Source: an optimization exercise on an open RTL-to-GDS flow (aim: small area, a short achievable clock period and few clock cycles per item). Production flows keep margins and buffers that such runs may drop. At most, simulation tests tie the RTL to the original design; equivalence was not proved. No functional check of the RTL was part of run 1. Power figures rest on the tool's default switching activity, not on a simulated workload.

==> flow/design.v <==
package rrg_pkg;
    localparam int MAX_LOCI  = 6;
    localparam int FRAC_BITS = 16;
    localparam int RATE_REGS = MAX_LOCI - 1;
    localparam int NUM_LEAF  = 1 << (MAX_LOCI - 1);
    localparam int GENO_W    = MAX_LOCI;
    localparam int LOCI_W    = 3;
    localparam int RATE_W    = 16;
    localparam int PROB_W    = FRAC_BITS + 1;
    localparam int LEAF_W    = FRAC_BITS;
    localparam int CFG_IDX_W = 3;
    localparam logic [PROB_W-1:0] PROB_ONE = PROB_W'(1) << FRAC_BITS;
    localparam logic [CFG_IDX_W-1:0] REG_NUM_LOCI   = 3'd0;
    localparam logic [CFG_IDX_W-1:0] REG_RATE_FIRST = 3'd1;
    localparam logic [CFG_IDX_W-1:0] REG_RATE_LAST  = 3'd5;
endpackage
module rrg_ram #(
    parameter int WIDTH = 17,
    parameter int DEPTH = 64
) (
    input  logic                     clk,
    input  logic                     we,
    input  logic [$clog2(DEPTH)-1:0] waddr,
    input  logic [WIDTH-1:0]         wdata,
    input  logic [$clog2(DEPTH)-1:0] raddr,
    output logic [WIDTH-1:0]         rdata
);
    logic [WIDTH-1:0] mem [DEPTH];
    always_ff @(posedge clk)
    begin
        if (we)
        begin
            mem[waddr] <= wdata;
        end
        rdata <= mem[raddr];
    end
endmodule
import rrg_pkg::*;
module recombination_row_generator_core (
    input  logic                          clk,
    input  logic                          rst_n,
    input  logic                          in_valid,
    output logic                          in_stall,
    input  logic [rrg_pkg::GENO_W-1:0]    parent_a,
    input  logic [rrg_pkg::GENO_W-1:0]    parent_b,
    output logic                          out_valid,
    input  logic                          out_stall,
    output logic [rrg_pkg::GENO_W-1:0]    zygote,
    output logic [rrg_pkg::PROB_W-1:0]    probability,
    output logic                          last,
    input  logic                          cfg_valid,
    output logic                          cfg_ready,
    input  logic [rrg_pkg::CFG_IDX_W-1:0] cfg_index,
    input  logic [rrg_pkg::RATE_W-1:0]    cfg_data
);
    logic [LOCI_W-1:0] num_loci_reg;
    logic [RATE_W-1:0] rate_reg [RATE_REGS];
    assign cfg_ready = 1'b1;
    logic                 wr_v;
    logic [CFG_IDX_W-1:0] wr_idx;
    logic [RATE_W-1:0]    wr_data;
    always_ff @(posedge clk or negedge rst_n)
    begin
        if (!rst_n)
            wr_v <= 1'b0;
        else
            wr_v <= cfg_valid;
    end
    always_ff @(posedge clk)
    begin
        wr_idx  <= cfg_index;
        wr_data <= cfg_data;
    end
    always_ff @(posedge clk or negedge rst_n)
    begin
        if (!rst_n)
        begin
            num_loci_reg <= LOCI_W'(1);
            for (int i = 0; i < RATE_REGS; i++)
            begin
                rate_reg[i] <= '0;
            end
        end
        else if (wr_v)
        begin
            if (wr_idx == REG_NUM_LOCI)
            begin
                num_loci_reg <= wr_data[LOCI_W-1:0];
            end
            else if (wr_idx >= REG_RATE_FIRST && wr_idx <= REG_RATE_LAST)
            begin
                rate_reg[wr_idx - REG_RATE_FIRST] <= wr_data;
            end
        end
    end
    logic [LOCI_W-1:0] n_used;
    always_comb
    begin
        if (num_loci_reg == '0)
            n_used = LOCI_W'(1);
        else if (num_loci_reg > LOCI_W'(MAX_LOCI))
            n_used = LOCI_W'(MAX_LOCI);
        else
            n_used = num_loci_reg;
    end
    logic [GENO_W-1:0] lmask;
    assign lmask = GENO_W'((GENO_W+1)'(1) << n_used) - GENO_W'(1);
    logic [RATE_W-1:0] reff [RATE_REGS];
    always_comb
    begin
        for (int g = 0; g < RATE_REGS; g++)
        begin
            reff[g] = (LOCI_W'(g + 1) < n_used) ? rate_reg[g] : '0;
        end
    end
    localparam logic [2:0] STEP_G1 = 3'd7;    
    logic              eng_run;
    logic              leaf_ok;
    logic [2:0]        st;           
    logic              i_v;
    logic [2:0]        i_k;          
    logic [PROB_W-1:0] i_p;
    logic [RATE_W-1:0] i_r;
    logic [PROB_W-1:0] i_qa;     
    logic [RATE_W-1:0] i_qb, i_qc;
    logic              m_v;
    logic [2:0]        m_k;
    logic [PROB_W-1:0] m_p;
    logic [RATE_W-1:0] m_r;
    logic [31:0]       m_a, m_b, m_c, m_d;
    logic [PROB_W-1:0] m_qa;     
    logic [RATE_W-1:0] m_qb, m_qc;
    logic              n_v;
    logic [2:0]        n_k;
    logic [PROB_W-1:0] n_p;
    logic [RATE_W-1:0] n_cross;
    logic              n_sticky;
    logic [PROB_W-1:0] n_qa;     
    logic [RATE_W-1:0] n_qb, n_qc;
    logic              u_v;
    logic [2:0]        u_k;
    logic [RATE_W-1:0] u_cross;
    logic [PROB_W-1:0] u_nocross;
    logic [PROB_W-1:0] u_qa;     
    logic [RATE_W-1:0] u_qb, u_qc;
    logic [PROB_W-1:0] root_nc;
    always_ff @(posedge clk)
    begin
        root_nc <= PROB_ONE - PROB_W'(reff[0]);
    end
    logic              sp_v;
    logic [RATE_W-1:0] sp_p;
    logic [31:0] pp [16];
    for (genvar i = 0; i < 16; i++)
    begin : g_pp
        assign pp[i] = i_r[i] ? (32'(i_p[RATE_W-1:0]) << i) : 32'd0;
    end
    function automatic logic [63:0] csa(input logic [31:0] a, input logic [31:0] b,
                                        input logic [31:0] c);
        csa = {((a & b) | (a & c) | (b & c)) << 1, a ^ b ^ c};
    endfunction
    logic [31:0] r1 [11];
    logic [31:0] r2 [8];
    logic [31:0] r3 [6];
    logic [31:0] r4 [4];
    assign {r1[1],  r1[0]}  = csa(pp[0],  pp[1],  pp[2]);
    assign {r1[3],  r1[2]}  = csa(pp[3],  pp[4],  pp[5]);
    assign {r1[5],  r1[4]}  = csa(pp[6],  pp[7],  pp[8]);
    assign {r1[7],  r1[6]}  = csa(pp[9],  pp[10], pp[11]);
    assign {r1[9],  r1[8]}  = csa(pp[12], pp[13], pp[14]);
    assign r1[10] = pp[15];
    assign {r2[1],  r2[0]}  = csa(r1[0], r1[1], r1[2]);
    assign {r2[3],  r2[2]}  = csa(r1[3], r1[4], r1[5]);
    assign {r2[5],  r2[4]}  = csa(r1[6], r1[7], r1[8]);
    assign r2[6] = r1[9];
    assign r2[7] = r1[10];
    assign {r3[1],  r3[0]}  = csa(r2[0], r2[1], r2[2]);
    assign {r3[3],  r3[2]}  = csa(r2[3], r2[4], r2[5]);
    assign r3[4] = r2[6];
    assign r3[5] = r2[7];
    assign {r4[1],  r4[0]}  = csa(r3[0], r3[1], r3[2]);
    assign {r4[3],  r4[2]}  = csa(r3[3], r3[4], r3[5]);
    logic [31:0]       m_prod;
    logic [31:0]       m_x, m_y;
    logic [31:0]       m_s, m_t;
    assign {m_t, m_s} = csa(m_a, m_b, m_c);
    assign {m_y, m_x} = csa(m_s, m_t, m_d);
    assign m_prod = m_x + m_y;
    logic [PROB_W-1:0] n_nocross;
    assign n_nocross = n_p - PROB_W'(n_cross) - PROB_W'(n_sticky);
    logic              w_v;
    logic [2:0]        w_k;
    logic [PROB_W-1:0] w_p;
    logic [PROB_W-1:0] w_qa;     
    logic [RATE_W-1:0] w_qb, w_qc;
    logic              w_spawn;
    always_comb
    begin
        w_v     = u_v;
        w_k     = u_k + 3'd1;
        w_p     = u_qa;
        w_qa    = u_qa;
        w_qb    = u_qb;
        w_qc    = u_qc;
        w_spawn = 1'b0;
        if (st == 3'd1 || st == 3'd3)
        begin
            w_v = 1'b1;
            w_k = STEP_G1;
            w_p = (st == 3'd1) ? root_nc : PROB_W'(reff[0]);
        end
        else if (!u_v)
        begin
            w_v = sp_v;
            w_k = 3'd0;
            w_p = PROB_W'(sp_p);
        end
        else
        begin
            case (u_k)
                STEP_G1:
                begin
                    w_spawn = 1'b1;
                    w_p     = u_nocross;
                end
                3'd0:
                begin
                    w_p  = u_nocross;
                    w_qa = PROB_W'(u_cross);
                end
                3'd1:
                begin
                    w_qa = u_nocross;
                    w_qb = u_cross;
                end
                3'd2:
                begin
                    w_qa = PROB_W'(u_qb);
                    w_qb = u_nocross[RATE_W-1:0];
                    w_qc = u_cross;
                end
                3'd3:
                begin
                    w_qa = PROB_W'(u_qb);
                    w_qb = u_qc;
                end
                3'd4:
                begin
                    w_qa = PROB_W'(u_qb);
                end
                3'd5:
                begin
                end
                default:
                begin
                    w_v = 1'b0;
                end
            endcase
        end
    end
    logic [RATE_W-1:0] w_r;
    always_comb
    begin
        case (w_k)
            STEP_G1:      w_r = reff[1];
            3'd0:         w_r = reff[2];
            3'd1, 3'd2:   w_r = reff[3];
            default:      w_r = reff[4];
        endcase
    end
    function automatic logic [4:0] mask_of_event(input logic [3:0] k);
        logic c0, c1, c2, c3;
        logic [4:0] m;
        c2 = k[3];
        c3 = k[2];
        c0 = k[1];
        c1 = k[0];
        m[4] = 1'b0;
        m[3] = c3;
        m[2] = c2 ^ c3;
        m[1] = c1 ^ c2 ^ c3;
        m[0] = c0 ^ c1 ^ c2 ^ c3;
        mask_of_event = m;
    endfunction
    logic [LEAF_W-2:0] lx [16];
    logic [LEAF_W-2:0] ln [16];
    logic              l0_top;
    logic [4:0]        mk [16];    
    logic [3:0]        ev_k;       
    logic              leaf_ev;
    logic eng_restart;
    logic eng_done;
    logic leaf_ok_nx;
    logic [4:1] gap_used;
    logic [4:1] gap_now;
    always_comb
    begin
        gap_now = '0;
        if (w_v)
        begin
            case (w_k)
                STEP_G1:    gap_now[1] = 1'b1;
                3'd0:       gap_now[2] = 1'b1;
                3'd1, 3'd2: gap_now[3] = 1'b1;
                default:    gap_now[4] = 1'b1;
            endcase
        end
    end
    logic [4:1] gap_hit;
    assign gap_hit = gap_used | gap_now;
    always_comb
    begin
        case (wr_idx)
            3'd0, 3'd1: eng_restart = wr_v;
            3'd2:       eng_restart = wr_v & gap_hit[1];
            3'd3:       eng_restart = wr_v & gap_hit[2];
            3'd4:       eng_restart = wr_v & gap_hit[3];
            3'd5:       eng_restart = wr_v & gap_hit[4];
            default:    eng_restart = 1'b0;
        endcase
    end
    always_ff @(posedge clk or negedge rst_n)
    begin
        if (!rst_n)
            gap_used <= '0;
        else if (eng_restart)
            gap_used <= '0;
        else
            gap_used <= gap_hit;
    end
    assign eng_done    = eng_run && st == 3'd5 && !i_v && !m_v && !n_v && !u_v && !sp_v;
    assign leaf_ok_nx  = !eng_restart && (leaf_ok || eng_done);
    always_ff @(posedge clk or negedge rst_n)
    begin
        if (!rst_n)
        begin
            eng_run  <= 1'b1;
            leaf_ok  <= 1'b0;
            st       <= 3'd0;
            i_v      <= 1'b0;
            m_v      <= 1'b0;
            n_v      <= 1'b0;
            u_v      <= 1'b0;
            sp_v     <= 1'b0;
            leaf_ev  <= 1'b0;
            ev_k     <= 4'd0;
        end
        else if (eng_restart)
        begin
            eng_run  <= 1'b1;
            leaf_ok  <= 1'b0;
            st       <= 3'd0;
            i_v      <= 1'b0;
            m_v      <= 1'b0;
            n_v      <= 1'b0;
            u_v      <= 1'b0;
            sp_v     <= 1'b0;
            leaf_ev  <= 1'b0;
            ev_k     <= 4'd0;
        end
        else
        begin
            leaf_ev <= n_v && (n_k >= 3'd3) && (n_k <= 3'd6);
            if (leaf_ev)
                ev_k <= ev_k + 4'd1;
            if (st != 3'd5)
                st <= st + 3'd1;
            i_v <= w_v;
            m_v <= i_v;
            n_v <= m_v;
            u_v <= n_v;
            if (w_spawn)
                sp_v <= 1'b1;
            else if (!u_v && st == 3'd5)
                sp_v <= 1'b0;
            if (eng_done)
            begin
                eng_run <= 1'b0;
                leaf_ok <= 1'b1;
            end
        end
    end
    always_ff @(posedge clk)
    begin
        i_k  <= w_k;
        i_p  <= w_p;
        i_r  <= w_r;
        i_qa <= w_qa;
        i_qb <= w_qb;
        i_qc <= w_qc;
        m_k  <= i_k;
        m_p  <= i_p;
        m_r  <= i_r;
        m_a  <= r4[0];
        m_b  <= r4[1];
        m_c  <= r4[2];
        m_d  <= r4[3];
        m_qa <= i_qa;
        m_qb <= i_qb;
        m_qc <= i_qc;
        n_k      <= m_k;
        n_p      <= m_p;
        n_cross  <= m_p[RATE_W] ? m_r : m_prod[31:16];
        n_sticky <= |m_prod[15:0];
        n_qa     <= m_qa;
        n_qb     <= m_qb;
        n_qc     <= m_qc;
        u_k       <= n_k;
        u_cross   <= n_cross;
        u_nocross <= n_nocross;
        u_qa      <= n_qa;
        u_qb      <= n_qb;
        u_qc      <= n_qc;
        if (w_spawn)
            sp_p <= u_cross;
        for (int i = 15; i > 0; i--)
        begin
            lx[i] <= lx[i-1];
            ln[i] <= ln[i-1];
        end
        if (leaf_ev)
        begin
            lx[0] <= u_cross[RATE_W-1:1];
            ln[0] <= u_nocross[LEAF_W-1:1];
        end
        else
        begin
            lx[0] <= lx[15];
            ln[0] <= ln[15];
        end
        for (int i = 15; i > 0; i--)
        begin
            mk[i] <= mk[i-1];
        end
        mk[0] <= leaf_ev ? mask_of_event(ev_k) : mk[15];
        if (eng_restart)
            l0_top <= 1'b0;
        else if (leaf_ev && u_nocross[PROB_W-1])
            l0_top <= 1'b1;
    end
    logic              pb_valid;
    logic [GENO_W-1:0] pb_a, pb_d, pb_zf;
    logic              cu_valid;
    logic [GENO_W-1:0] cu_a, cu_d, cu_zf;
    logic [GENO_W-1:0] z_reg;
    logic              s_valid;
    logic [31:0]       s_sel;
    logic              s_dbl;
    logic [GENO_W-1:0] s_zyg;
    logic              s_last;
    logic              t_valid;
    logic [LEAF_W-1:0] t_sum [8];
    logic              t_dbl;
    logic [GENO_W-1:0] t_zyg;
    logic              t_last;
    logic              v_valid;
    logic [15:0]       v_a, v_b;
    logic              v_dbl;
    logic [GENO_W-1:0] v_zyg;
    logic              v_last;
    logic              out_valid_reg;
    logic [GENO_W-1:0] zygote_reg;
    logic [PROB_W-1:0] prob_reg;
    logic              last_reg;
    logic              in_take;
    logic              adv;
    logic              go;
    logic              s_ld;
    logic              fire;
    logic              z_last;
    logic              cu_load;
    logic [GENO_W-1:0] in_a, in_d, in_zf;
    logic              in_stall_q;
    logic              pb_valid_nx;
    assign in_stall = in_stall_q;
    assign in_take  = in_valid & ~in_stall_q;
    assign in_a     = parent_a & lmask;
    assign in_d     = (parent_a ^ parent_b) & lmask;
    assign in_zf    = lmask;
    assign adv      = ~out_valid_reg | ~out_stall;
    assign go       = adv & (leaf_ok | eng_done);
    assign s_ld     = (go | ~s_valid) & (leaf_ok | eng_done);
    assign fire     = cu_valid & s_ld;
    assign z_last   = (z_reg == cu_zf);
    assign cu_load  = ~cu_valid | (fire & z_last);
    always_comb
    begin
        if (in_take && !cu_load)
            pb_valid_nx = 1'b1;
        else if (cu_load)
            pb_valid_nx = 1'b0;
        else
            pb_valid_nx = pb_valid;
    end
    always_ff @(posedge clk or negedge rst_n)
    begin
        if (!rst_n)
        begin
            pb_valid      <= 1'b0;
            in_stall_q    <= 1'b1;
            cu_valid      <= 1'b0;
            s_valid       <= 1'b0;
            t_valid       <= 1'b0;
            v_valid       <= 1'b0;
            out_valid_reg <= 1'b0;
        end
        else
        begin
            if (cu_load)
                cu_valid <= pb_valid | in_take;
            pb_valid   <= pb_valid_nx;
            in_stall_q <= pb_valid_nx | cfg_valid;
            if (s_ld)
                s_valid       <= cu_valid;
            if (go)
            begin
                t_valid       <= s_valid;
                v_valid       <= t_valid;
                out_valid_reg <= v_valid;
            end
        end
    end
    always_ff @(posedge clk)
    begin
        if (!pb_valid)
        begin
            pb_a  <= in_a;
            pb_d  <= in_d;
            pb_zf <= in_zf;
        end
        if (cu_load)
        begin
            cu_a  <= pb_valid ? pb_a  : in_a;
            cu_d  <= pb_valid ? pb_d  : in_d;
            cu_zf <= pb_valid ? pb_zf : in_zf;
            z_reg <= '0;
        end
        else if (fire)
        begin
            z_reg <= z_reg + GENO_W'(1);
        end
    end
    logic [GENO_W-1:0] x;
    logic [31:0]       sel_ph;    
    logic              x_out;
    logic              sel0;      
    logic [GENO_W-1:0] u0;
    assign x     = z_reg ^ cu_a;
    assign x_out = ((x & ~cu_d) != '0);
    assign u0    = x & cu_d;
    assign sel0  = (u0 == '0) || (u0 == cu_d);
    for (genvar q = 0; q < 16; q++)
    begin : g_sel
        logic [GENO_W-1:0] un, ux;
        assign un = (x ^ {1'b0, mk[(q + 15) % 16]}) & cu_d;
        assign ux = (x ^ {1'b0, mk[(q + 15) % 16] ^ 5'h1f}) & cu_d;
        assign sel_ph[2*q]   = (un == '0) || (un == cu_d);
        assign sel_ph[2*q+1] = (ux == '0) || (ux == cu_d);
    end
    logic s_c0;    
    always_ff @(posedge clk)
    begin
        if (fire)
        begin
            s_sel  <= x_out ? '0 : sel_ph;
            s_c0   <= sel0 & ~x_out;
            s_dbl  <= (cu_d == '0);
            s_zyg  <= z_reg;
            s_last <= z_last;
        end
        else
        begin
            s_sel  <= {s_sel[29:0], s_sel[31:30]};
        end
    end
    logic [LEAF_W-1:0] term [32];
    for (genvar i = 0; i < 16; i++)
    begin : g_term
        if (i == 0)
        begin : g_top
            assign term[2*i] = {s_c0 & l0_top, s_sel[2*i+1] ? lx[i] : 15'd0};
        end
        else
        begin : g_rest
            assign term[2*i] = s_sel[2*i+1] ? LEAF_W'(lx[i]) : '0;
        end
        assign term[2*i+1] = s_sel[2*i] ? LEAF_W'(ln[i]) : '0;
    end
    function automatic logic [31:0] csa16(input logic [15:0] a, input logic [15:0] b,
                                          input logic [15:0] c);
        csa16 = {((a & b) | (a & c) | (b & c)) << 1, a ^ b ^ c};
    endfunction
    function automatic logic [63:0] red16(input logic [255:0] t);
        logic [15:0] a [16];
        logic [15:0] b [11];
        logic [15:0] c [8];
        logic [15:0] d [6];
        logic [15:0] e [4];
        for (int i = 0; i < 16; i++)
            a[i] = t[16*i +: 16];
        {b[1], b[0]} = csa16(a[0],  a[1],  a[2]);
        {b[3], b[2]} = csa16(a[3],  a[4],  a[5]);
        {b[5], b[4]} = csa16(a[6],  a[7],  a[8]);
        {b[7], b[6]} = csa16(a[9],  a[10], a[11]);
        {b[9], b[8]} = csa16(a[12], a[13], a[14]);
        b[10] = a[15];
        {c[1], c[0]} = csa16(b[0], b[1], b[2]);
        {c[3], c[2]} = csa16(b[3], b[4], b[5]);
        {c[5], c[4]} = csa16(b[6], b[7], b[8]);
        c[6] = b[9];
        c[7] = b[10];
        {d[1], d[0]} = csa16(c[0], c[1], c[2]);
        {d[3], d[2]} = csa16(c[3], c[4], c[5]);
        d[4] = c[6];
        d[5] = c[7];
        {e[1], e[0]} = csa16(d[0], d[1], d[2]);
        {e[3], e[2]} = csa16(d[3], d[4], d[5]);
        red16 = {e[3], e[2], e[1], e[0]};
    endfunction
    logic [255:0] grp [2];
    for (genvar i = 0; i < 16; i++)
    begin : g_grp
        assign grp[0][16*i +: 16] = term[i];
        assign grp[1][16*i +: 16] = term[16 + i];
    end
    logic [63:0] rows [2];
    assign rows[0] = red16(grp[0]);
    assign rows[1] = red16(grp[1]);
    always_ff @(posedge clk)
    begin
        if (go && s_valid)
        begin
            for (int r = 0; r < 4; r++)
            begin
                t_sum[r]     <= rows[0][16*r +: 16];
                t_sum[4 + r] <= rows[1][16*r +: 16];
            end
            t_dbl  <= s_dbl;
            t_zyg  <= s_zyg;
            t_last <= s_last;
        end
    end
    logic [15:0] h [6];
    logic [15:0] k4 [4];
    logic [15:0] k3 [3];
    logic [15:0] k2 [2];
    assign {h[1], h[0]}   = csa16(t_sum[0], t_sum[1], t_sum[2]);
    assign {h[3], h[2]}   = csa16(t_sum[3], t_sum[4], t_sum[5]);
    assign h[4]           = t_sum[6];
    assign h[5]           = t_sum[7];
    assign {k4[1], k4[0]} = csa16(h[0], h[1], h[2]);
    assign {k4[3], k4[2]} = csa16(h[3], h[4], h[5]);
    assign {k3[1], k3[0]} = csa16(k4[0], k4[1], k4[2]);
    assign k3[2]          = k4[3];
    assign {k2[1], k2[0]} = csa16(k3[0], k3[1], k3[2]);
    always_ff @(posedge clk)
    begin
        if (go && t_valid)
        begin
            v_a    <= k2[0];
            v_b    <= k2[1];
            v_dbl  <= t_dbl;
            v_zyg  <= t_zyg;
            v_last <= t_last;
        end
    end
    logic [LEAF_W-1:0] sum;
    logic [PROB_W-1:0] prob_calc;
    assign sum = v_a + v_b;
    always_comb
    begin
        if (v_dbl)
            prob_calc = {sum, 1'b0};
        else
            prob_calc = {1'b0, sum};
    end
    always_ff @(posedge clk)
    begin
        if (go && v_valid)
        begin
            zygote_reg <= v_zyg;
            prob_reg   <= prob_calc;
            last_reg   <= v_last;
        end
    end
    assign out_valid   = out_valid_reg;
    assign zygote      = zygote_reg;
    assign probability = prob_reg;
    assign last        = last_reg;
endmodule
==> flow/flow/run.sh <==
#!/bin/bash
# Standard layout with a larger setup repair margin, full log kept here.
bash standard.sh SETUP_SLACK_MARGIN=7 finish > standard.log 2>&1
==> flow/standard.sh <==
#!/bin/bash
# synth_recipe.tcl (not shown) runs the flow's synth.tcl, then flattens the netlist and writes it again
# the make line also repeats each setting of config.mk as NAME=value (left out here)
make -C /OpenROAD-flow-scripts/flow DESIGN_CONFIG=/design/flow/config.mk WORK_HOME=/design/flow/orfs CLKGATE_MAP_FILE= SYNTH_SCRIPT=/design/flow/synth_recipe.tcl "${@:-finish}"
==> flow/config.mk <==
export PLATFORM = sky130hd
export DESIGN_NAME = recombination_row_generator_core
export DESIGN_NICKNAME = recombination_row_generator_core
export VERILOG_FILES = /design/flow/design.v
export SDC_FILE = /design/flow/constraint.sdc
export NUM_CORES = 4
export LEC_CHECK = 0
export CAP_MARGIN = 20
export CORE_MARGIN = 2
export CORE_UTILIZATION = 40
export SLEW_MARGIN = 20
==> flow/constraint.sdc <==
create_clock -name core_clock -period 11.0 [get_ports {clk}]
set_input_delay 2.2000 -clock core_clock [delete_from_list [all_inputs] [get_ports {clk}]]
set_output_delay 2.2000 -clock core_clock [all_outputs]
set_load 0.01 [all_outputs]
==> reports/results.ini, run 1 <==
[final_layout]
reg.largest.list = ln x240, lx x240, t_sum x122
design_area_um2 = 71000
area_delta_synth_final_pct = 12.1
final_net_count = 6122
drive_gt1_share_pct = 8.38
nFillCells = 14509
finish.utilization_pct = 45.0

[clock_network]
root_buffer = clkbuf_16
clock_sinks = 1426
cts_hold_buf = 0
cts.clk_slew.worst_paths_ns = 0.06
cts_tree = built
cts_buffers = 149
h-tree-depth = 4
clk_path_buf_depth = 3
worstSkewPairLatency_ns = 0.78

[synth]
synthFlopType = dfxtp_1
seq_area_frac_synth_pct = 49.6
synth-seq-cells = 1426
syn-num-nets = 6068
synthesis.area_um2 = 63400
synth_edf_count = 235
syn_inst = 5256
avgSynthCellArea_um2 = 12.1
yosysWarnings = 29
ys_types = 81
async_flop_share_pct = 7.71

[sta]
hold_viol_final = 0
relSlewSlack_pct = 25.8
timing.final.setup_violations = 0
worstMarginPinSlew_ns = 1.11
post-route-period-util_pct = 35.5
finalMaxSlewViolations = 0
setup_tns_ns = 0
finalCriticalPeriod_ns = 3.91
max_freq_mhz = 256
fin_skew_ns = 0.0485
grt_setup_unrepaired = false

[outcome]
status = complete, no violations

[critical_path]
cp-end-kind = register
crit_start = out_stall
r2r_start = m_a[7]$_DFF_P_
startpoint_type = input port
cp_max_fo = 38
critical_path_arrival_ns = 4.26
critPathKind = input port to register
worstPathRequired_ns = 11.36

[detailed_routing]
ant_nets = 0
drt-total-wl_um = 135000
drt_iter0_markers = 2007
dr_wl_met3_um = 5640
viasPerCell = 4.77
routedWlPerCell_um = 18.0
wl_met2_um = 65900
top_layer_used = met4
remaining_drc_errors = 0
drt-pass1-iter-count = 9
vias = 35773
met1_length_um = 61200

[place]
postPlaceCellArea_um2 = 66000
place_congestion = 0.818
portBuffers = 61
hpwl_um = 99300

[floorplan]
coreArea_um2 = 158000
start_util_pct = 40.2
rows = 146
die_area_um2 = 162000
die_x_um = 402
ios = 63
die_y_um = 402

[global_routing]
grt_pass1_vias = 38652
grt_max_degree = 85
antenna_found_initial = 8
grt_usage_pct = 17.2
grt_overflow = 0
grt_pass1_wl_um = 217000

[power_and_ir_drop]
p_leak_nw = 30.0
cellPowerDensity_nw_per_um2 = 282
ir_drop_v = 0.000191

[run]
cap_violations = 0

[min_path]
hold_path.class = register to register
min_from = i_qa[1]$_DFF_P_

final timing paths:
path,endpoint,cells after the start,slack [ns]
min in group asynchronous,gap_used[1]$_DFF_PN0_,1,1.36
min,m_qa[1]$_DFF_P_,0,0.32
max,v_a[1]$_DFFE_PP_,3,7.09
max reg2reg,n_cross[5]$_DFF_P_,10,7.49
max in group asynchronous,rate_reg[3][5]$_DFFE_PN0P_,2,8.57
min reg2reg,m_qa[1]$_DFF_P_,0,0.32
metrics by stage:
stage	worst slack, ns	hold WS, ns	power, mW	cells
after floorplan	7.02	0.310	12.5	5256
after global placement	5.73	0.310	14.9	7229
after detailed placement	5.65	0.312	15.1	7229
after CTS	7.01	0.313	20.2	7503
after global routing	7.01	0.312	21.5	7504
final	7.09	0.315	20.0	7506
power breakdown:
| part | switching (mW) | internal (mW) |
|---|---|---|
| combinational | 3.73 | 2.73 |
| sequential | 1.44 | 7.09 |
| clock | 2.09 | 2.95 |
logic make-up after synthesis:
| group | Yosys count | share of synthesized area, % |
|---|---|---|
| AO/OA/AOI/OAI | 508 | 5.62 |
| XOR/XNOR | 184 | 2.79 |
| adder cells (fa/ha/maj) | 776 | 22.7 |
| buffers and inverters | 961 | 5.81 |
| flip-flops | 1426 | 49.6 |
| multiplexers | 158 | 2.79 |
| other | 1 | 0.00592 |
| AND/OR/NAND/NOR | 1242 | 10.6 |
cells in the mapped netlist (all sizes together), types with 12 or more instances:
library cell  number  share of area (%)
nand3             30               0.24
o32a              32               0.51
buf               41               0.36
o22ai             42               0.41
o21ai            108               0.88
a222oi            48               0.76
xnor2            152                2.3
and2             677                6.7
mux2             147                2.6
nand2b            13               0.13
nor2             108               0.64
nand2            292                1.7
a21o              21               0.25
o21a              12               0.14
o211ai            20               0.24
or3               22               0.22
nor2b             23               0.23
a21oi             94               0.74
nor3              27               0.21
dfxtp           1081                 34
o31ai             18               0.21
edfxtp           235                 11
inv              774                4.6
a22oi             17               0.20
fa               626                 20
xor2              32               0.45
clkbuf           140               0.83
a22o              16               0.22
ha               150                3.0
dfrtp            107                4.2
layout make-up:
| class | count | area [um^2] | share of cell area, % |
|---|---|---|---|
| flip-flops and latches | 1426 | 31500 | 44.3 |
| multi-input cells | 2870 | 28300 | 39.9 |
| clock buffers | 208 | 4320 | 6.08 |
| inverters | 780 | 2930 | 4.12 |
| well taps | 2072 | 2590 | 3.65 |
| repair buffers | 83 | 782 | 1.10 |
| clock inverters | 65 | 644 | 0.907 |
| diodes | 2 | 5.00 | 0.00705 |
worst max-delay path, cell delays in order:
cell and delay (ns):
clkdlybuf4s50_1 0.51, a21oi_2 0.52, and2_2 0.95
placed cells by master (no fill, tap or decap), types with 20 or more instances in the layout:
master and n:
nor3_1 25, nand2_1 290, o211ai_1 20, o21ai_0 91, clkdlybuf4s50_1 51, dfrtp_1 106
and2_1 673, o22ai_1 42, fa_1 626, inv_1 773, a222oi_1 48, clkinv_2 28
dfxtp_1 1081, mux2_2 147, clkbuf_16 158, or3_1 22, clkbuf_1 32, o32a_1 32
xnor2_1 140, nand3_1 30, nor2_1 107, ha_1 150, edfxtp_1 235, buf_4 20
a21o_1 20, xor2_1 31, a21oi_1 92
metal layers:
metal / vias to the layer above / track usage, %
met5: - / 0
met4: 0 / 4.76
met3: 172 / 2.61
met2: 716 / 28.8
met1: 18076 / 23.2
li1: 16809 / -
what timing repair did:
item,CTS,global route
cloned,1,0
setup buffers,0,0
setup endpoints to repair,105,110
pin swaps,1,0
gates resized for setup,13,3
==> run 2: changes to the inputs <==
--- a/flow/design.v
+++ b/flow/design.v
@@ -449,7 +449,7 @@
     logic [GENO_W-1:0] s_zyg;
     logic              s_last;
     logic              t_valid;
-    logic [LEAF_W-1:0] t_sum [8];
+    logic [LEAF_W-1:0] t_sum [6];
     logic              t_dbl;
     logic [GENO_W-1:0] t_zyg;
     logic              t_last;
@@ -590,12 +590,13 @@
                                           input logic [15:0] c);
         csa16 = {((a & b) | (a & c) | (b & c)) << 1, a ^ b ^ c};
     endfunction
-    function automatic logic [63:0] red16(input logic [255:0] t);
+    function automatic logic [47:0] red16(input logic [255:0] t);
         logic [15:0] a [16];
         logic [15:0] b [11];
         logic [15:0] c [8];
         logic [15:0] d [6];
         logic [15:0] e [4];
+        logic [15:0] f [2];
         for (int i = 0; i < 16; i++)
             a[i] = t[16*i +: 16];
         {b[1], b[0]} = csa16(a[0],  a[1],  a[2]);
@@ -615,7 +616,8 @@
         d[5] = c[7];
         {e[1], e[0]} = csa16(d[0], d[1], d[2]);
         {e[3], e[2]} = csa16(d[3], d[4], d[5]);
-        red16 = {e[3], e[2], e[1], e[0]};
+        {f[1], f[0]} = csa16(e[0], e[1], e[2]);
+        red16 = {e[3], f[1], f[0]};
     endfunction
     logic [255:0] grp [2];
     for (genvar i = 0; i < 16; i++)
@@ -623,35 +625,30 @@
         assign grp[0][16*i +: 16] = term[i];
         assign grp[1][16*i +: 16] = term[16 + i];
     end
-    logic [63:0] rows [2];
+    logic [47:0] rows [2];
     assign rows[0] = red16(grp[0]);
     assign rows[1] = red16(grp[1]);
     always_ff @(posedge clk)
     begin
         if (go && s_valid)
         begin
-            for (int r = 0; r < 4; r++)
+            for (int r = 0; r < 3; r++)
             begin
                 t_sum[r]     <= rows[0][16*r +: 16];
-                t_sum[4 + r] <= rows[1][16*r +: 16];
+                t_sum[3 + r] <= rows[1][16*r +: 16];
             end
             t_dbl  <= s_dbl;
             t_zyg  <= s_zyg;
             t_last <= s_last;
         end
     end
-    logic [15:0] h [6];
-    logic [15:0] k4 [4];
+    logic [15:0] h [4];
     logic [15:0] k3 [3];
     logic [15:0] k2 [2];
     assign {h[1], h[0]}   = csa16(t_sum[0], t_sum[1], t_sum[2]);
     assign {h[3], h[2]}   = csa16(t_sum[3], t_sum[4], t_sum[5]);
-    assign h[4]           = t_sum[6];
-    assign h[5]           = t_sum[7];
-    assign {k4[1], k4[0]} = csa16(h[0], h[1], h[2]);
-    assign {k4[3], k4[2]} = csa16(h[3], h[4], h[5]);
-    assign {k3[1], k3[0]} = csa16(k4[0], k4[1], k4[2]);
-    assign k3[2]          = k4[3];
+    assign {k3[1], k3[0]} = csa16(h[0], h[1], h[2]);
+    assign k3[2]          = h[3];
     assign {k2[1], k2[0]} = csa16(k3[0], k3[1], k3[2]);
     always_ff @(posedge clk)
     begin
==> flow/flow/run.sh (replaced) <==
#!/bin/bash
# Standard layout with a larger setup repair margin, full log kept here.
bash standard.sh SETUP_SLACK_MARGIN=7.25 finish > standard.log 2>&1
==> reports/results.ini, run 2 <==
[outcome]
status = complete, no violations

[synth]
syn_inst = 4852
synthesis.area_um2 = 60300
syn-num-nets = 5665
synth_top_area_share_pct = 35.9
async_flop_share_pct = 7.89
synthFlopType = dfxtp_1
seq_area_frac_synth_pct = 50.6
yosysWarnings = 30
synth-seq-cells = 1394
synth.area.top_cells = dfxtp_1 (36%), fa_1 (21%), edfxtp_1 (10%)
ys_types = 75
synth.most_common_cell = dfxtp_1
synth_edf_count = 203
synth.top_cells.by_count = dfxtp_1 (1081), fa_1 (626), inv_1 (503)
synth_top_area_cell = dfxtp_1
avgSynthCellArea_um2 = 12.4

[floorplan]
rows = 142
die_area_um2 = 154000
die_y_um = 392
start_util_pct = 40.3
ios = 63
die_x_um = 392
coreArea_um2 = 150000

[global_routing]
grt_usage_pct = 17.1
grt.busiest_layer = met2
grt_util_met1_pct = 23.1
grt_overflow = 0
grt_max_degree = 67
grt_pass1_vias = 36691
grtUsageMet3_pct = 2.87
grtUsageMet2_pct = 27.7
antenna_found_initial = 7
grt_pass1_wl_um = 204000

[sta]
finalMaxSlewViolations = 0
hold_slack_ns = 0.317
post-route-period-util_pct = 33.3
timing.final.setup_violations = 0
fin_skew_ns = 0.0665
hold_viol_final = 0
finalCriticalPeriod_ns = 3.67
max_freq_mhz = 273
worst_slack_ns = 7.33
grt_setup_unrepaired = false
relSlewSlack_pct = 20.9
setup_tns_ns = 0
worstMarginPinSlew_ns = 1.18

[critical_path]
critPathKind = input port to register
reg2reg_depth = 9
worstPathRequired_ns = 11.38
cp-end-kind = register
critical_path_arrival_ns = 4.05
cp_max_fo = 46
startpoint_type = input port

[detailed_routing]
remaining_drc_errors = 0
ant_nets = 0
drt-total-wl_um = 127000
routedWlPerCell_um = 18.0
viasPerCell = 4.81
drt-pass1-iter-count = 10
drt_iter0_markers = 2247
vias = 33926

[clock_network]
cts_buffers = 145
clock_sinks = 1394
h-tree-depth = 4
cts_tree = built
cts.clk_slew.worst_paths_ns = 0.06
worstSkewPairLatency_ns = 0.77
root_buffer = clkbuf_16
cts_hold_buf = 0
clk_path_buf_depth = 3

[place]
hpwl_um = 92800
dp.cells = 6783
place_congestion = 0.830
portBuffers = 61
pre_cts_ws_ns = 5.95

[final_layout]
reg.largest.list = ln x240, lx x240, t_sum x90
diodes = 0
final_cell_mix = dfxtp_1 (1051), fa_1 (625), inv_1 (503), and2_1 (468), nand2_1 (441)
area_delta_synth_final_pct = 12.9
drive_gt1_share_pct = 9.46
final_common_cell = dfxtp_1
final_cells = 7058
final_net_count = 5734
finish.utilization_pct = 45.5
nFillCells = 13563

[power_and_ir_drop]
p_leak_nw = 27.5
cellPowerDensity_nw_per_um2 = 268
ir_drop_v = 0.000148

[run]
cap_violations = 0

[min_path]
hold_path.class = register to register
min_path_cells = 0

-- run 2: cell count changes after synthesis, moves of 20 or more --
| cell | previous run | this run |
|---|---|---|
| xor2_1 | 31 | 103 |
| o32a_1 | 32 | 0 |
| nand3_1 | 30 | 10 |
| nand2_1 | 292 | 442 |
| inv_1 | 773 | 503 |
| edfxtp_1 | 235 | 203 |
| and2_1 | 677 | 471 |
| xnor2_1 | 140 | 86 |
| o22ai_1 | 42 | 70 |
-- run 2: final cells by class --
type	count	area [um^2]	area share, %
clock buffers	220	4300	6.31
inverters	510	1920	2.81
well taps	2016	2520	3.70
multi-input cells	2779	27400	40.2
repair buffers	91	838	1.23
flip-flops and latches	1394	30600	44.9
clock inverters	48	561	0.823
-- run 2: per-layer routing --
metal	part of all wire (%)	vias up
met5	0	-
met4	2.9	0
met3	5.0	211
met2	47	758
met1	45	17144
li1	-	15813
-- run 2: stage by stage --
stage               instance area, um^2  power, mW
floorplan                         60300       11.5
CTS                               67900       18.4
global placement                  63000       13.3
detailed placement                63000       13.4
global route                      68100       19.6
finish                            68100       18.2
-- run 2: path summary, 6_finish.rpt --
check / start / endpoint / slack, ns
min: i_qc[3]$_DFF_P_ / m_qc[3]$_DFF_P_ / 0.32
max: out_stall / t_sum[5][2]$_DFFE_PP_ / 7.33
min reg2reg: i_qc[3]$_DFF_P_ / m_qc[3]$_DFF_P_ / 0.32
max in group asynchronous: rst_n / out_valid_reg$_DFFE_PN0N_ / 8.27
max reg2reg: s_sel[31]$_DFF_P_ / t_sum[3][6]$_DFFE_PP_ / 7.39
min in group asynchronous: rst_n / rate_reg[3][12]$_DFFE_PN0P_ / 1.42
-- run 2: cells by family after synthesis --
| group | count (synthesis) | share of synthesized area, % |
|---|---|---|
| fa+ha+maj | 777 | 23.9 |
| xor+xnor | 194 | 2.95 |
| mux | 166 | 3.06 |
| buf+inv | 681 | 4.29 |
| compound gates | 489 | 5.63 |
| other cells | 1 | 0.00622 |
| flops | 1394 | 50.6 |
| simple gates | 1150 | 9.61 |
-- run 2: worst max-delay path, stage by stage --
cell             delay [ns]
clkdlybuf4s50_1        0.53
a21oi_4                0.48
and2_4                 0.43
buf_8                  0.38
-- run 2: power breakdown --
part / leakage [nW] / total (mW) / switching (mW) / internal (mW)
Combinational: 13.1 / 5.24 / 2.98 / 2.27
Clock: 2.37 / 4.90 / 2.06 / 2.85
Sequential: 12.1 / 8.08 / 1.30 / 6.78
-- run 2: what timing repair did --
item,CTS,global route
resized for setup,66,37
gates cloned,1,1
setup buffers,1,4
pin swaps,1,5
endpoints found under the hold margin,0,0
setup endpoints to repair,236,152
Testbench counts of run 2, summed over its fixed seeds: cycles 13,000, pairs 240.
==> run 3: changes to the inputs <==
==> flow/flow/run.sh (replaced) <==
#!/bin/bash
# Standard layout with a larger setup repair margin, full log kept here.
bash standard.sh SETUP_SLACK_MARGIN=7.5 finish > standard.log 2>&1
==> reports/results.ini, run 3 <==
[critical_path]
r2r_slack_ns = 7.45
crit_chain = buf_2
cp_max_fo = 1
cp-end-kind = primary output
critPathKind = register to primary output
worstPathRequired_ns = 8.80
startpoint_type = register
cp_num_buf_inv = 1
crit_path_top_delay_cell = edfxtp_1
cp_top_family = flip-flops
max_stage_delay_ns = 0.49
critical_path_arrival_ns = 1.44

[synth]
synth_top_area_cell = dfxtp_1
syn_inst = 4852
synth.top_cells.by_count = dfxtp_1 (1081), fa_1 (626), inv_1 (503)
syn-num-nets = 5665
synth_edf_count = 203
synth_compound_area_share_pct = 5.63
synthMuxAreaShare_pct = 3.06
synthesis.area_um2 = 60300
synth.area.top_cells = dfxtp_1 (36%), fa_1 (21%), edfxtp_1 (10%)
ys_types = 75
synth_top_area_share_pct = 35.9
avgSynthCellArea_um2 = 12.4
async_flop_share_pct = 7.89
synthFlopType = dfxtp_1
synth-seq-cells = 1394
seq_area_frac_synth_pct = 50.6
synth_xor_area_share_pct = 2.95
yosys.area_share.simple_pct = 9.61
synth_top_family_by_area = adder cells
synthAdderAreaFrac_pct = 23.9
yosysWarnings = 30
synth.most_common_cell = dfxtp_1

[outcome]
status = complete, no violations

[final_layout]
area_delta_synth_final_pct = 15.4
final_net_count = 5830
finish.utilization_pct = 46.5
nFillCells = 13424
final_cell_mix = dfxtp_1 (1048), fa_1 (580), inv_1 (480), nand2_1 (428), and2_1 (419)
final_cells = 7155
reg.largest.list = ln x240, lx x240, t_sum x90
design_area_um2 = 69600
final_common_cell = dfxtp_1
drive_gt1_share_pct = 14.3

[detailed_routing]
drt_iter0_markers = 2190
routedWlPerCell_um = 18.6
drt-total-wl_um = 133000
viasPerCell = 4.83
drt-pass1-iter-count = 7
ant_nets = 0
vias = 34588
remaining_drc_errors = 0

[place]
place_congestion = 0.827
hpwl_um = 92700
portBuffers = 61
pre_cts_ws_ns = 5.95
postPlaceCellArea_um2 = 63000
dp.cells = 6782

[sta]
worstMarginPinSlew_ns = 1.09
hold_slack_ns = 0.305
finalCriticalPeriod_ns = 3.64
hold_viol_final = 0
post-route-period-util_pct = 33.1
relSlewSlack_pct = 27.2
worst_slack_ns = 7.36
grt_setup_unrepaired = true
fin_skew_ns = 0.0563
setup_tns_ns = 0
max_freq_mhz = 275
timing.final.setup_violations = 0
finalMaxSlewViolations = 0

[run]
cap_violations = 0

[power_and_ir_drop]
p_leak_nw = 28.2
cellPowerDensity_nw_per_um2 = 267
total_power_mw = 18.6
ir_drop_v = 0.000143

[clock_network]
cts.clk_slew.worst_paths_ns = 0.06
clock_sinks = 1394
h-tree-depth = 4
root_buffer = clkbuf_16
cts_tree = built
worstSkewPairLatency_ns = 0.77
clk_path_buf_depth = 3
cts_buffers = 144

[global_routing]
grt_usage_pct = 17.8
grt_pass1_vias = 37108
grt_pass1_wl_um = 210000
grt_max_degree = 62
grt_overflow = 0
antenna_found_initial = 11

[floorplan]
die_x_um = 392
ios = 63
die_y_um = 392
die_area_um2 = 154000
rows = 142
start_util_pct = 40.3
coreArea_um2 = 150000

[min_path]
hold_path.class = register to register

[run 3: logic make-up (layout without fill, tap and decap cells)]
family                     count (synthesis)  after routing
xor gates and xnor gates                 194            194
adders and majority gates                777            777
AOI/OAI and AO/OA                        489            489
DFF                                     1394           1394
muxes                                    166            166
and+or+nand+nor                         1150           1152
other                                      1              3
buffers and inverters                    681            964
[run 3: power by group]
| part | switching, mW | leakage (nW) | total (mW) | internal [mW] |
|---|---|---|---|---|
| clock | 2.07 | 2.29 | 4.83 | 2.77 |
| sequential | 1.25 | 12.1 | 8.03 | 6.79 |
| combinational | 3.21 | 13.8 | 5.74 | 2.53 |
[run 3: what timing repair did]
action,4_1_cts,5_1_grt
setup endpoints to repair,255,186
resized for setup,281,112
pin swaps,133,111
hold buffers,0,0
cloned,2,1
buffers inserted,81,21
[run 3: layout make-up]
type                            count  area (um^2)  area share, %
Antenna cell                        2         5.00        0.00719
Clock buffer                      221         4240           6.10
Clock inverter                     45          513          0.737
Inverter                          510         1920           2.76
Multi-Input combinational cell   2779        27700           39.9
Sequential cell                  1394        30600           44.0
Tap cell                         2016         2520           3.62
Timing Repair Buffer              188         2040           2.94
[run 3: final timing paths]
path,from,to,cells after the start
worst min register to register,i_qc[1]$_DFF_P_,m_qc[1]$_DFF_P_,0
min in group asynchronous,rst_n,rate_reg[3][5]$_DFFE_PN0P_,1
worst max-delay path,zygote_reg[5]$_DFFE_PP_,zygote[5],1
worst max register to register,s_sel[1]$_DFF_P_,t_sum[0][1]$_DFFE_PP_,9
worst min-delay path,i_qc[1]$_DFF_P_,m_qc[1]$_DFF_P_,0
max in group asynchronous,rst_n,leaf_ev$_DFF_PN0_,2
[run 3: layer usage]
layer	share of wire, %	vias up	GRT usage (%)
met3	5.1	194	3.26
met5	0	-	0
met1	46	17635	24.5
met2	46	769	28.5
li1	-	15990	-
met4	2.6	0	5.37
==> run 4: changes to the inputs <==
==> flow/flow/run.sh (replaced) <==
#!/bin/bash
# Standard layout with a larger setup repair margin, repairing only the
# worst endpoints; full log kept here.
bash standard.sh SETUP_SLACK_MARGIN=7.5 TNS_END_PERCENT=0 finish > standard.log 2>&1
==> reports/results.ini, run 4 <==
[power_and_ir_drop]
ir_drop_v = 0.000161
p_leak_nw = 27.6
cellPowerDensity_nw_per_um2 = 267

[clock_network]
clk_path_buf_depth = 3
cts.clk_slew.worst_paths_ns = 0.06
h-tree-depth = 4
worstSkewPairLatency_ns = 0.77
root_buffer = clkbuf_16
cts_hold_buf = 0
cts_tree = built
clock_sinks = 1394
cts_buffers = 145

[sta]
worst_slack_ns = 7.34
hold_viol_final = 0
finalCriticalPeriod_ns = 3.66
post-route-period-util_pct = 33.3
finalMaxSlewViolations = 0
setup_tns_ns = 0
worstMarginPinSlew_ns = 1.16
timing.final.setup_violations = 0
max_freq_mhz = 273
grt_setup_unrepaired = true
relSlewSlack_pct = 22.3
fin_skew_ns = 0.0386

[synth]
synthAdderAreaFrac_pct = 23.9
async_flop_share_pct = 7.89
syn_inst = 4852
synth_top_family_by_area = adder cells
synthMuxAreaShare_pct = 3.06
synth_top_area_cell = dfxtp_1
synth.area.top_cells = dfxtp_1 (36%), fa_1 (21%), edfxtp_1 (10%)
synthFlopType = dfxtp_1
avgSynthCellArea_um2 = 12.4
synth.top_cells.by_count = dfxtp_1 (1081), fa_1 (626), inv_1 (503)
yosys.area_share.simple_pct = 9.61
synth_compound_area_share_pct = 5.63
synth_top_area_share_pct = 35.9
seq_area_frac_synth_pct = 50.6
synth-seq-cells = 1394
yosysWarnings = 30
ys_types = 75
syn-num-nets = 5665
synth_edf_count = 203
synthesis.area_um2 = 60300
synth_xor_area_share_pct = 2.95
synth.most_common_cell = dfxtp_1

[detailed_routing]
drt_iter0_markers = 2203
drt-total-wl_um = 126000
remaining_drc_errors = 0
viasPerCell = 4.79
ant_nets = 0
vias = 33809
routedWlPerCell_um = 17.8
drt-pass1-iter-count = 10

[final_layout]
area_delta_synth_final_pct = 13.1
drive_gt1_share_pct = 9.66
final_cells = 7060
final_common_cell = dfxtp_1
final_cell_mix = dfxtp_1 (1051), fa_1 (626), inv_1 (503), and2_1 (468), nand2_1 (441)
nFillCells = 13556
reg.largest.list = ln x240, lx x240, t_sum x90
final_net_count = 5739

[place]
pre_cts_ws_ns = 5.93
place_congestion = 0.822
hpwl_um = 92800
portBuffers = 61
dp.cells = 6784

[floorplan]
coreArea_um2 = 150000
die_x_um = 392
die_area_um2 = 154000
die_y_um = 392
start_util_pct = 40.3
rows = 142
ios = 63

[critical_path]
cp_max_fo = 47
startpoint_type = input port
cp-end-kind = register
worstPathRequired_ns = 11.39
critPathKind = input port to register
critical_path_arrival_ns = 4.05

[global_routing]
antenna_found_initial = 1
grt_pass1_vias = 36699
grt_max_degree = 68
grt_overflow = 0
grt_usage_pct = 17.0
grt_pass1_wl_um = 203000

[run]
cap_violations = 0

[outcome]
status = complete, no violations

[min_path]
hold_path.class = register to register

-- run 4: changes by cell type in the layout (fill, tap and decap cells not counted), sizes merged, moves of 3 or more --
cell         before  now
clkinvlp         10    1
inv             506  513
clkbuf          222  213
clkinv           36   41
buf             153   39
bufinv            3    6
dlygate4sd2       0   23
-- run 4: power breakdown --
group          total [mW]  internal [mW]  leakage [nW]  switching [mW]
logic                5.21           2.27          13.1            2.94
registers            8.07           6.78          12.1            1.29
clock network        4.95           2.88          2.41            2.07
-- run 4: logic make-up (layout without fill, tap and decap cells) --
kind of cell / count (synthesis) / count (layout)
buffers and inverters: 681 / 871
XOR/XNOR: 194 / 194
flip-flops: 1394 / 1394
AND/OR/NAND/NOR: 1150 / 1151
adder cells (fa/ha/maj): 777 / 777
AO/OA/AOI/OAI: 489 / 489
other: 1 / 2
multiplexers: 166 / 166
-- run 4: critical path, cell delays in order --
cell	delay, ns
clkdlybuf4s50_1	0.52
a21oi_4	0.36
and2_4	0.50
buf_8	0.40
-- run 4: repair_timing --
item | 4_1_cts | 5_1_grt
resized for setup | 74 | 35
buffers inserted | 1 | 7
pin swaps | 1 | 5
setup endpoints to repair | 329 | 272
gates cloned | 1 | 0
-- run 4: path summary, 6_finish.rpt --
| path | endpoint | slack (ns) | startpoint | depth (start not counted) |
|---|---|---|---|---|
| min reg2reg | m_qc[14]$_DFF_P_ | 0.31 | i_qc[14]$_DFF_P_ | 0 |
| max in group asynchronous | out_valid_reg$_DFFE_PN0N_ | 8.23 | rst_n | 2 |
| min | m_qc[14]$_DFF_P_ | 0.31 | i_qc[14]$_DFF_P_ | 0 |
| max | t_sum[5][3]$_DFFE_PP_ | 7.34 | out_stall | 4 |
| max reg2reg | t_sum[0][5]$_DFFE_PP_ | 7.39 | s_sel[15]$_DFF_P_ | 9 |
| min in group asynchronous | rate_reg[0][10]$_DFFE_PN0P_ | 1.41 | rst_n | 1 |
-- run 4: routing by layer --
layer  global-route usage, %  wire length [um]
met5                       0                 0
met3                    2.66              4950
met1                    23.4             58400
met2                    27.7             59300
met4                    5.00              3050
-- run 4: area by class of cell --
type / instances / area [um^2] / area share [%]
Timing Repair Buffer: 97 / 925 / 1.36
Tap cell: 2016 / 2520 / 3.70
Antenna cell: 1 / 2.50 / 0.00367
Clock buffer: 213 / 4290 / 6.29
Clock inverter: 51 / 617 / 0.904
Sequential cell: 1394 / 30600 / 44.8
Inverter: 510 / 1920 / 2.81
Multi-Input combinational cell: 2778 / 27400 / 40.1
-- run 4: stage by stage --
step	util [%]	power, mW	area (um^2)	hold slack, ns
after global routing	45.6	19.6	68200	0.315
after detailed placement	42.1	13.4	63000	0.312
after global placement	42.1	13.3	63000	0.309
after floorplan	-	11.5	60300	0.310
final	45.6	18.2	68200	0.307
after CTS	45.4	18.4	68000	0.304
==> run 5: changes to the inputs <==
==> flow/flow/run.sh (replaced) <==
#!/bin/bash
# Standard layout with a larger setup repair margin, repairing only the
# worst endpoints; full log kept here.
bash standard.sh SETUP_SLACK_MARGIN=7.75 TNS_END_PERCENT=10 finish > standard.log 2>&1
==> reports/results.ini, run 5 <==
[critical_path]
startpoint_type = register
cp-end-kind = register
cp_max_fo = 8
critPathKind = register to register
critical_path_arrival_ns = 4.09
worstPathRequired_ns = 11.49

[synth]
synth_top_area_cell = dfxtp_1
avgSynthCellArea_um2 = 12.4
synth.area.top_cells = dfxtp_1 (36%), fa_1 (21%), edfxtp_1 (10%)
ys_types = 75
synth.top_cells.by_count = dfxtp_1 (1081), fa_1 (626), inv_1 (503)
synth_edf_count = 203
async_flop_share_pct = 7.89
syn-num-nets = 5665
seq_area_frac_synth_pct = 50.6
synthesis.area_um2 = 60300
synth.most_common_cell = dfxtp_1
syn_inst = 4852
yosysWarnings = 30
synthFlopType = dfxtp_1
synth_top_area_share_pct = 35.9
synth-seq-cells = 1394

[detailed_routing]
viasPerCell = 4.80
remaining_drc_errors = 0
ant_nets = 0
drt-total-wl_um = 128000
drt-pass1-iter-count = 10
vias = 34115
routedWlPerCell_um = 18.0
drt_iter0_markers = 2058

[sta]
fin_skew_ns = 0.0413
relSlewSlack_pct = 26.1
setup_tns_ns = 0
post-route-period-util_pct = 32.7
max_freq_mhz = 278
finalCriticalPeriod_ns = 3.60
worstMarginPinSlew_ns = 1.11
timing.final.setup_violations = 0
worst_slack_ns = 7.40
hold_viol_final = 0
finalMaxSlewViolations = 0
grt_setup_unrepaired = true

[floorplan]
coreArea_um2 = 150000
die_area_um2 = 154000
rows = 142
die_y_um = 392
start_util_pct = 40.3
die_x_um = 392
ios = 63

[clock_network]
root_buffer = clkbuf_16
clock_sinks = 1394
h-tree-depth = 4
cts_buffers = 146
clk_path_buf_depth = 3
cts_tree = built
worstSkewPairLatency_ns = 0.77
cts_hold_buf = 0
cts.clk_slew.worst_paths_ns = 0.06

[final_layout]
area_delta_synth_final_pct = 14.3
final_common_cell = dfxtp_1
final_cell_mix = dfxtp_1 (1048), fa_1 (618), inv_1 (501), and2_1 (463), nand2_1 (441)
drive_gt1_share_pct = 11.4
final_net_count = 5774
reg.largest.list = ln x240, lx x240, t_sum x90

[global_routing]
grt_max_degree = 79
grt_usage_pct = 17.0
grt_pass1_wl_um = 203000
grt_pass1_vias = 36612
antenna_found_initial = 10
grt_overflow = 0

[place]
pre_cts_ws_ns = 6.04
place_congestion = 0.833
portBuffers = 61
hpwl_um = 92300

[power_and_ir_drop]
p_leak_nw = 27.8
ir_drop_v = 0.000183
cellPowerDensity_nw_per_um2 = 269

[min_path]
hold_path.class = register to register

[run]
cap_violations = 0

[outcome]
status = complete, no violations

[run 5: changes by cell type in the layout (fill, tap and decap cells not counted), moves of 10 or more]
cell / previous run / this run
buf_4: 28 / 51
dlygate4sd2_1: 23 / 7
clkdlybuf4s15_1: 1 / 15
ha_1: 149 / 137
o21ai_0: 89 / 78
clkbuf_8: 30 / 20
ha_4: 0 / 10
[run 5: routing by layer]
metal	vias to the layer above	routed length, um	part of all wire, %	global-route usage, %
met5	-	8	0.0062	0
met4	2	3250	2.5	4.99
met3	194	6100	4.8	3.18
met2	704	60600	47	27.8
met1	17322	58200	45	22.9
li1	15893	-	-	-
[run 5: critical path: stages (launching register included)]
cell and delay (ns):
dfxtp_4 0.37, buf_12 0.15, and2_1 0.15, fa_1 0.53
inv_1 0.06, fa_1 0.55, fa_1 0.46, fa_1 0.55
inv_1 0.05, fa_1 0.45
[run 5: area by class of cell]
cell class	count	area, um^2
clock inverters	64	741
well taps	2016	2520
repair buffers	129	1260
diodes	1	2.50
fillers	13469	80800
inverters	510	1920
multi-input cells	2780	27700
clock buffers	208	4150
flip-flops and latches	1394	30600
[run 5: report_power, final]
group / internal (mW) / leakage (nW) / switching (mW)
Clock: 2.87 / 2.39 / 2.08
Combinational: 2.43 / 13.3 / 3.10
Sequential: 6.78 / 12.1 / 1.28
[run 5: kinds of logic (layout without fill, tap and decap cells)]
logic type | Yosys count | count (layout) | synth area share (%)
buffers and inverters | 681 | 911 | 4.29
flip-flops | 1394 | 1394 | 50.6
XOR/XNOR | 194 | 194 | 2.95
AO/OA/AOI/OAI | 489 | 490 | 5.63
other | 1 | 2 | 0.00622
adder cells (fa/ha/maj) | 777 | 777 | 23.9
AND/OR/NAND/NOR | 1150 | 1152 | 9.61
multiplexers | 166 | 166 | 3.06
[run 5: metrics by stage]
step	util, %	hold WS (ns)	power, mW	cells	cell area (um^2)
floorplan	-	0.310	11.5	4852	60300
global placement	42.1	0.310	13.3	6781	63000
finish	46.0	0.314	18.5	7102	68900
global route	46.0	0.328	19.9	7101	68900
detailed placement	42.1	0.312	13.4	6781	63000
CTS	45.4	0.313	18.5	7062	68000
[run 5: worst paths after layout]
check                             startpoint                          end  slack [ns]  cells after the start
setup reg to reg           s_sel[31]$_DFF_P_        t_sum[3][4]$_DFFE_PP_        7.40                      9
hold reg to reg              n_qb[4]$_DFF_P_              u_qb[4]$_DFF_P_        0.31                      0
max in group asynchronous              rst_n            leaf_ev$_DFF_PN0_        8.51                      2
setup / recovery           s_sel[31]$_DFF_P_        t_sum[3][4]$_DFFE_PP_        7.40                      9
hold / removal               n_qb[4]$_DFF_P_              u_qb[4]$_DFF_P_        0.31                      0
min in group asynchronous              rst_n  rate_reg[4][12]$_DFFE_PN0P_        1.38                      1
[run 5: timing repair]
| action | 4_1_cts | 5_1_grt |
|---|---|---|
| pin swaps | 4 | 74 |
| endpoints found under the hold margin | 0 | 0 |
| setup endpoints to repair | 428 | 383 |
| gates resized for setup | 85 | 136 |
| gates cloned | 3 | 0 |
| buffers inserted | 6 | 38 |
==> run 6: changes to the inputs <==
==> flow/flow/run.sh (replaced) <==
#!/bin/bash
# Standard layout with a larger setup repair margin, repairing only the
# worst endpoints; full log kept here.
bash standard.sh SETUP_SLACK_MARGIN=7.5 TNS_END_PERCENT=10 finish > standard.log 2>&1
==> reports/results.ini, run 6 <==
[clock_network]
cts_tree = built
clk_path_buf_depth = 3
cts_hold_buf = 0
cts_buffers = 146
clock_sinks = 1394
worstSkewPairLatency_ns = 0.77
h-tree-depth = 4
cts.clk_slew.worst_paths_ns = 0.06
root_buffer = clkbuf_16

[critical_path]
worstPathRequired_ns = 11.49
startpoint_type = register
cp_top_family = adder cells
cp-end-kind = register
reg2reg_depth = 9
critical_path_arrival_ns = 4.09
reg2reg_to = t_sum[3][4]$_DFFE_PP_
crit_chain = buf_8, and2_1, fa_1, inv_1, fa_1, fa_1, fa_1, inv_1, fa_1
crit_top_cell = fa_1
r2r_slack_ns = 7.40
cp_num_buf_inv = 3
cp_num_cells = 9
max_stage_delay_ns = 0.55
critPathKind = register to register
r2r_start = s_sel[31]$_DFF_P_
crit_path_top_delay_cell = fa_1
cp_max_fo = 8

[global_routing]
grt_pass1_vias = 36544
antenna_found_initial = 13
grt_max_degree = 79
grt_overflow = 0
grt_pass1_wl_um = 203000
grt_usage_pct = 16.9

[final_layout]
regArea_um2 = 30600
final_cell_mix = dfxtp_1 (1051), fa_1 (621), inv_1 (502), and2_1 (466), nand2_1 (441)
area_delta_synth_final_pct = 13.6
reg.largest.list = ln x240, lx x240, t_sum x90
final_net_count = 5760
final_common_cell = dfxtp_1
nFillCells = 13509
finish.utilization_pct = 45.8
multi_input_comb_area_um2 = 27500
drive_gt1_share_pct = 10.4

[synth]
syn-num-nets = 5665
synth.top_cells.by_count = dfxtp_1 (1081), fa_1 (626), inv_1 (503)
synth_top_area_cell = dfxtp_1
async_flop_share_pct = 7.89
synthFlopType = dfxtp_1
avgSynthCellArea_um2 = 12.4
synth.area.top_cells = dfxtp_1 (36%), fa_1 (21%), edfxtp_1 (10%)
seq_area_frac_synth_pct = 50.6
synth.most_common_cell = dfxtp_1
syn_inst = 4852
synth-seq-cells = 1394
yosysWarnings = 30
synth_top_area_share_pct = 35.9
synthesis.area_um2 = 60300
ys_types = 75
synth_edf_count = 203

[sta]
hold_viol_final = 0
fin_skew_ns = 0.0420
timing.final.setup_violations = 0
worstMarginPinSlew_ns = 1.13
relSlewSlack_pct = 24.6
setup_tns_ns = 0
max_freq_mhz = 278
finalCriticalPeriod_ns = 3.60
grt_setup_unrepaired = true
finalMaxSlewViolations = 0
post-route-period-util_pct = 32.7

[floorplan]
rows = 142
coreArea_um2 = 150000
ios = 63
die_x_um = 392
die_y_um = 392
die_area_um2 = 154000
start_util_pct = 40.3

[power_and_ir_drop]
ir_drop_v = 0.000206
p_leak_nw = 27.7
cellPowerDensity_nw_per_um2 = 268

[place]
hpwl_um = 92300
place_congestion = 0.833
portBuffers = 61

[detailed_routing]
remaining_drc_errors = 0
drt_iter0_markers = 2054
drt-pass1-iter-count = 7
ant_nets = 0
viasPerCell = 4.80
routedWlPerCell_um = 18.0
vias = 34009
drt-total-wl_um = 127000

[outcome]
status = complete, no violations

[min_path]
min_path_cells = 0
min_from = n_qb[4]$_DFF_P_
min_to = u_qb[4]$_DFF_P_
hold_path.class = register to register

[run]
cap_violations = 0

[run 6: how the worst max path moves through the flow]
stage,start,to,slack (ns)
4_1_cts,in_stall_q$_DFF_PN1_,in_stall,7.33
5_1_grt,s_sel[31]$_DFF_P_,t_sum[3][4]$_DFFE_PP_,7.33
3_3_place_gp,out_stall,t_sum[3][14]$_DFFE_PP_,6.11
2_1_floorplan,out_stall,cu_a[0]$_DFFE_PP_,7.19
3_5_place_dp,out_stall,t_sum[3][14]$_DFFE_PP_,6.04
6_report,s_sel[31]$_DFF_P_,t_sum[3][4]$_DFFE_PP_,7.40
[run 6: metrics by stage]
| step | worst slack, ns | instances | area (um^2) | hold slack (ns) | total power, mW |
|---|---|---|---|---|---|
| 2_1_floorplan | 7.19 | 4852 | 60300 | 0.310 | 11.5 |
| 6_report | 7.40 | 7090 | 68500 | 0.311 | 18.4 |
| 3_3_place_gp | 6.11 | 6781 | 63000 | 0.310 | 13.3 |
| 5_1_grt | 7.33 | 7087 | 68500 | 0.328 | 19.7 |
| 4_1_cts | 7.33 | 7058 | 68000 | 0.313 | 18.4 |
| 3_5_place_dp | 6.04 | 6781 | 63000 | 0.312 | 13.4 |
[run 6: kinds of logic (layout without fill, tap and decap cells)]
group	Yosys count	after routing	synth area share, %
flip-flops	1394	1394	50.6
AND/OR/NAND/NOR	1150	1152	9.61
adder cells (fa/ha/maj)	777	777	23.9
buffers and inverters	681	898	4.29
AO/OA/AOI/OAI	489	489	5.63
XOR/XNOR	194	194	2.95
multiplexers	166	166	3.06
other	1	4	0.00622
[run 6: power by group]
part / total (mW) / switching (mW) / internal, mW
Clock: 4.95 / 2.08 / 2.87
Sequential: 8.07 / 1.28 / 6.78
Combinational: 5.37 / 3.04 / 2.33
Total: 18.4 / 6.40 / 12.0
[run 6: per-layer routing]
| metal | global-route usage (%) | up-vias | part of all wire [%] |
|---|---|---|---|
| met5 | 0 | - | 0.0063 |
| met4 | 4.99 | 2 | 2.5 |
| met3 | 3.22 | 187 | 5.4 |
| met2 | 27.8 | 766 | 47 |
| met1 | 22.8 | 17190 | 45 |
| li1 | - | 15864 | - |
[run 6: area by class of cell]
class / instances / share of cell area, %
repair buffers: 115 / 1.63
clock buffers: 208 / 6.05
flip-flops and latches: 1394 / 44.7
clock inverters: 64 / 1.08
repair inverters: 1 / 0.00730
inverters: 510 / 2.80
diodes: 3 / 0.0110
multi-input cells: 2779 / 40.1
well taps: 2016 / 3.68
[run 6: repair_timing]
| item | in CTS | in global routing |
|---|---|---|
| pin swaps | 3 | 41 |
| setup endpoints to repair | 305 | 242 |
| hold endpoints to repair | 0 | 0 |
| setup buffers | 3 | 27 |
| gates cloned | 2 | 1 |
| resized for setup | 84 | 80 |
[run 6: worst register-to-register path, delay by kind of cell (launching register included)]
family	cells	cell delay, ns
adder cells (fa/ha/maj)	5	2.53
buffers and inverters	3	0.26
flip-flops	1	0.36
AND/OR/NAND/NOR	1	0.17

==> afterwards: timing with drivers on the ports <==
In the flow no input, the clock included, has a driving cell. The finished layouts below were timed again as built, in two steps.
Step 1, drivers: a clkbuf_16 drives clk and a buf_2 each remaining input, both assumed.
Step 2 times the ports against the registers' clock, not the clock port: input delays grow and output delays shrink by t, the midpoint of the rising clock arrivals with the driver on.
a / b / c = no drivers / after step 1 / after step 2; a / b = the first two.
| run | t (ns) | slack for setup (ns) | hold slack, ns | worst register clock-pin slew, ns |
|---|---|---|---|---|
| run 1 | 0.826 | 7.092 / 7.039 / 6.321 | 0.315 / 0.315 / 0.315 | 0.07 / 0.07 |
| run 2 | 0.822 | 7.332 / 7.266 / 6.560 | 0.317 / 0.317 / 0.317 | 0.06 / 0.06 |
| run 3 | 0.817 | 7.363 / 7.289 / 6.758 | 0.305 / 0.305 / 0.305 | 0.07 / 0.07 |
| run 4 | 0.822 | 7.338 / 7.294 / 6.559 | 0.307 / 0.307 / 0.307 | 0.06 / 0.06 |
| run 5 | 0.816 | 7.398 / 7.329 / 7.140 | 0.314 / 0.314 / 0.314 | 0.06 / 0.06 |
| run 6 | 0.816 | 7.400 / 7.328 / 6.670 | 0.311 / 0.311 / 0.311 | 0.07 / 0.07 |
After both steps every run listed still meets setup and hold. For run 4, which loses most, drivers alone change the setup slack by -0.044 ns; drivers and shift together by -0.779 ns.
